From an optimization exercise on the open Yosys and OpenROAD flow, aimed at small area, a short achievable clock period and few clock cycles per item; shortcuts taken in it are not production practice.
RTL that was checked went through simulation tests only; none was proved equivalent to the original.
No activity file was given, so power comes from the tool's default toggle rates.

Design text_full_justify_top, start of the top module:
module text_full_justify_top (
	input  wire logic       clk,
	input  wire logic       arst_n,
	input  wire logic       cfg_we,
	input  wire logic [5:0] cfg_wdata,
	input  wire logic       in_valid,
	output logic            in_ready,
	input  wire logic [7:0] in_byte,
	input  wire logic       in_byte_valid,
	input  wire logic       in_word_end,
	input  wire logic       in_text_end,
	output logic            out_valid,
	input  wire logic       out_ready,
	output logic [7:0]      out_byte,
	output logic            out_line_last,
	output logic            out_word_cut
);
export LEC_CHECK = 0
export ABC_CLOCK_PERIOD_IN_PS = 2600
export CAP_MARGIN = 20
export CORE_MARGIN = 2
export CORE_UTILIZATION = 70
export CTS_CLUSTER_DIAMETER = 70
export CTS_CLUSTER_SIZE = 24
export SETUP_SLACK_MARGIN = 4.5
export SLEW_MARGIN = 20
create_clock -name core_clock -period 7.0 [get_ports {clk}]
run.sh (not shown) runs the stock make flow with config.mk's settings and CLKGATE_MAP_FILE= SYNTH_SCRIPT=/design/flow/synth_recipe.tcl, a recipe that flattens the netlist after the stock synthesis.
Edit:
--- a/flow/config.mk
+++ b/flow/config.mk
@@ -11,3 +11,3 @@
-export CORE_UTILIZATION = 70
-export CTS_CLUSTER_DIAMETER = 70
-export CTS_CLUSTER_SIZE = 24
+export CORE_UTILIZATION = 65
+export CTS_CLUSTER_DIAMETER = 80
+export CTS_CLUSTER_SIZE = 28
Clock-buffer cell count came out lower by 3.
Maximum frequency came out higher by 3.5%.
Cell area came out lower by 0.69%.
Power came out lower by 2.2%.
Worst setup slack is better by 89 ps.
Clock skew stays flat.
Final cell count hardly moves.
Function was not checked in any run of this note: the RTL went through the layout flow alone.


text_full_justify_top, a different RTL version from the one above (not shown whole).
Size: roughly 1900 cells after synthesis, ~34 I/O pins, ~0.031 mm^2 of cells after synthesis.
make LEC_CHECK=0 ABC_CLOCK_PERIOD_IN_PS=2000 CAP_MARGIN=20 CORE_MARGIN=2 CORE_UTILIZATION=40 SETUP_SLACK_MARGIN=5 SLEW_MARGIN=20 finish   # period 7.0 ns
Testbench counts at the start, summed over its fixed seeds: cycles 14,959, bytes 14,730.
Then changed:
ABC_CLOCK_PERIOD_IN_PS = 3000   (was 2000)
SETUP_SLACK_MARGIN = 4   (was 5)
After rerunning:
- The changed run finished with timing, DRC and antenna clean
- maximum frequency drops by 2.0%
- first-iteration DRC count fell by 32%
- hold slack is worse by 0.0043 ns
- routed wire length decreases by about 15%
- synthesized cell count stays the same
- cell count drops by about 8%
Then changed:
ABC_CLOCK_PERIOD_IN_PS = default   (was 3000)
SETUP_SLACK_MARGIN = default   (was 4)
=> The changed run completed with no timing, DRC or antenna violations; final cell count went down by 0.95%; non-clock buffer count falls by 32; count of clock-buffer cells in the layout decreases by 5; via count went down by 1.6%; design area fell by 2.1%; worst hold slack degrades by 0.012 ns; clock skew is about the same; clock power drops by about 3%.


text_full_justify_top, a different RTL version from the one above (not shown whole).
For scale: about 2900 cells after synthesis, ~34 I/O pins, ~0.033 mm^2 of cells after synthesis.
export LEC_CHECK = 0
export ABC_AREA = 1
export ABC_CLOCK_PERIOD_IN_PS = 2600
export CAP_MARGIN = 20
export CORE_MARGIN = 2
export CORE_UTILIZATION = 60
export CTS_CLUSTER_DIAMETER = 100
export CTS_CLUSTER_SIZE = 30
export SETUP_SLACK_MARGIN = 4.4
export SLEW_MARGIN = 20
create_clock -name core_clock -period 7.0 [get_ports {clk}]
Testbench counts at the start, summed over its fixed seeds: cycles 14,959, bytes 14,730.
Change:
--- a/flow/config.mk
+++ b/flow/config.mk
@@ -8 +7,0 @@
-export ABC_AREA = 1
@@ -12,4 +11,5 @@
-export CORE_UTILIZATION = 60
-export CTS_CLUSTER_DIAMETER = 100
-export CTS_CLUSTER_SIZE = 30
-export SETUP_SLACK_MARGIN = 4.4
+export CORE_UTILIZATION = 65
+export CTS_CLUSTER_DIAMETER = 85
+export CTS_CLUSTER_SIZE = 27
+export PLACE_DENSITY = 0.8
+export SETUP_SLACK_MARGIN = 4.5
After rerunning:
- setup slack got worse by 0.013 ns
- routed wire length goes down by 12%
- global-route usage goes up by 0.21 points
- total power goes down by 3.8%
- synthesized area goes down by 3.5%
- final area is about the same
- die area goes down by 11%
- critical path depth goes up by 3
- non-clock buffer count goes up by 36
- register-to-register slack barely changes
Change:
--- a/flow/config.mk
+++ b/flow/config.mk
@@ -11,4 +11,3 @@
-export CORE_UTILIZATION = 65
-export CTS_CLUSTER_DIAMETER = 85
-export CTS_CLUSTER_SIZE = 27
-export PLACE_DENSITY = 0.8
+export CORE_UTILIZATION = 70
+export CTS_CLUSTER_DIAMETER = 60
+export CTS_CLUSTER_SIZE = 30
The new run finished with timing, DRC and antenna clean; total power grows by 4.3%; fmax barely changes; critical path depth shrinks by 4; clock power grows by 24%; area after synthesis is unchanged; setup slack is better by 0.0072 ns; wire length grows by about 3.5%; clock-buffer cell count shrinks by 10; first-iteration DRC count shrinks by 12%; cell area grows by about 0.5%; core utilization grows by 6.0 points.
Change:
--- a/flow/config.mk
+++ b/flow/config.mk
@@ -11,2 +11,2 @@
-export CORE_UTILIZATION = 70
-export CTS_CLUSTER_DIAMETER = 60
+export CORE_UTILIZATION = 60
+export CTS_CLUSTER_DIAMETER = 100
Effect:
- wire length came out lower by about 0.54%
- synthesized area does not change
- setup slack gains 0.055 ns
- cell area fell by 1.1%
- sequential power stays flat


text_full_justify_top again, from the RTL that the note above started with.
export LEC_CHECK = 0
export ABC_CLOCK_PERIOD_IN_PS = 2600
export CAP_MARGIN = 20
export CORE_MARGIN = 2
export CORE_UTILIZATION = 60
export CTS_CLUSTER_DIAMETER = 100
export CTS_CLUSTER_SIZE = 30
export PLACE_DENSITY = 0.72
export SETUP_SLACK_MARGIN = 4.5
export SLEW_MARGIN = 20
create_clock -name core_clock -period 7.0 [get_ports {clk}]
The first run finished with timing, DRC and antenna clean.
Testbench counts at the start, summed over its fixed seeds: cycles 14,959, bytes 14,730.
==> next run, changes <==
Settings changed: CORE_UTILIZATION 60 to 78, CTS_CLUSTER_DIAMETER 100 to 70, CTS_CLUSTER_SIZE 30 to 24, PLACE_DENSITY 0.72 to not set.
Power came out higher by a few percent.
Register-to-register slack gets worse by 0.08 ns.
Hold slack is worse by 0.019 ns.
Global-route usage rose by 12 points.
Clock power grows by a quarter to a third.
==> next run, changes <==
Settings changed: CORE_UTILIZATION 78 to 70, CTS_CLUSTER_DIAMETER 70 to 100, CTS_CLUSTER_SIZE 24 to 30, SETUP_SLACK_MARGIN 4.5 to 4.4.
After rerunning: The changed run ran to the end with no violations. Core utilization is lower by 11 points. Wire length falls by 16%. First-iteration DRC count fell by 32%.
==> next run, changes <==
Settings changed: CORE_UTILIZATION 70 to 60.
Outcome: Worst setup slack loses 0.11 ns. Routed wire length went up slightly. Clock-buffer cell count drops by 2. Sequential cell count does not change.
==> next run, changes <==
Settings changed: CORE_UTILIZATION 60 to 65, CTS_CLUSTER_DIAMETER 100 to 85, CTS_CLUSTER_SIZE 30 to 27, SETUP_SLACK_MARGIN 4.4 to 4.5.
What happened:
- area after synthesis stays the same
- power rose by a few percent
- sequential power stays flat
- worst hold slack loses 0.019 ns
- die area fell by a little under a tenth

-- afterwards: timing with drivers on the ports --
How much do the figures lean on ideal ports? The routed layouts below were timed once more, with nothing changed but the port constraints. Step 1 sets driving cells, clkbuf_16 on the clock port and buf_2 on the other inputs (assumed; they add their load-dependent delay and slew). Step 2 adds t to the input delays and takes it off the output delays; t is the mean of the earliest and latest rising clock arrival at the registers after step 1. Input paths then give back, and output paths get back, about the clock's delay inside the block. a / b / c = no drivers / after step 1 / after step 2; a / b = the first two.
run | t, ns | setup slack, ns | hold WS [ns] | clock arrival spread, ns | cell pins on the clock port's net
the first run of note 1 | 0.643 | 4.346 / 4.346 / 4.033 | 0.433 / 0.433 / 0.433 | 0.032 / 0.033 | 1
the second run of note 1 | 0.639 | 4.435 / 4.373 / 4.022 | 0.435 / 0.435 / 0.435 | 0.032 / 0.031 | 1
the first run of note 2 | 0.694 | 4.063 / 4.063 / 4.063 | 0.429 / 0.429 / 0.429 | 0.022 / 0.022 | 1
the second run of note 2 | 0.690 | 4.004 / 4.004 / 3.762 | 0.425 / 0.425 / 0.425 | 0.029 / 0.029 | 1
the third run of note 2 | 0.686 | 3.365 / 3.365 / 3.365 | 0.413 / 0.413 / 0.413 | 0.029 / 0.029 | 1
the first run of note 3 | 0.683 | 4.385 / 4.379 / 3.927 | 0.437 / 0.437 / 0.437 | 0.021 / 0.022 | 1
the second run of note 3 | 0.645 | 4.372 / 4.372 / 4.317 | 0.431 / 0.431 / 0.431 | 0.044 / 0.044 | 1
the third run of note 3 | 0.655 | 4.379 / 4.379 / 4.315 | 0.416 / 0.416 / 0.416 | 0.026 / 0.027 | 1
the fourth run of note 3 | 0.693 | 4.435 / 4.376 / 4.214 | 0.431 / 0.431 / 0.431 | 0.031 / 0.032 | 1
the first run of note 4 | 0.683 | 4.423 / 4.362 / 4.320 | 0.433 / 0.433 / 0.433 | 0.048 / 0.047 | 1
the second run of note 4 | 0.663 | 4.352 / 4.352 / 4.289 | 0.415 / 0.415 / 0.415 | 0.028 / 0.027 | 1
the third run of note 4 | 0.686 | 4.439 / 4.377 / 4.343 | 0.431 / 0.431 / 0.431 | 0.048 / 0.049 | 1
the fourth run of note 4 | 0.675 | 4.329 / 4.329 / 4.307 | 0.448 / 0.448 / 0.448 | 0.026 / 0.025 | 1
the fifth run of note 4 | 0.637 | 4.491 / 4.435 / 4.295 | 0.429 / 0.429 / 0.429 | 0.023 / 0.024 | 1
After both steps every run listed still meets setup and hold. For the first run of note 3, which loses most, drivers alone change the setup slack by -0.006 ns; drivers and shift together by -0.458 ns. Setup slack includes reset recovery checks.
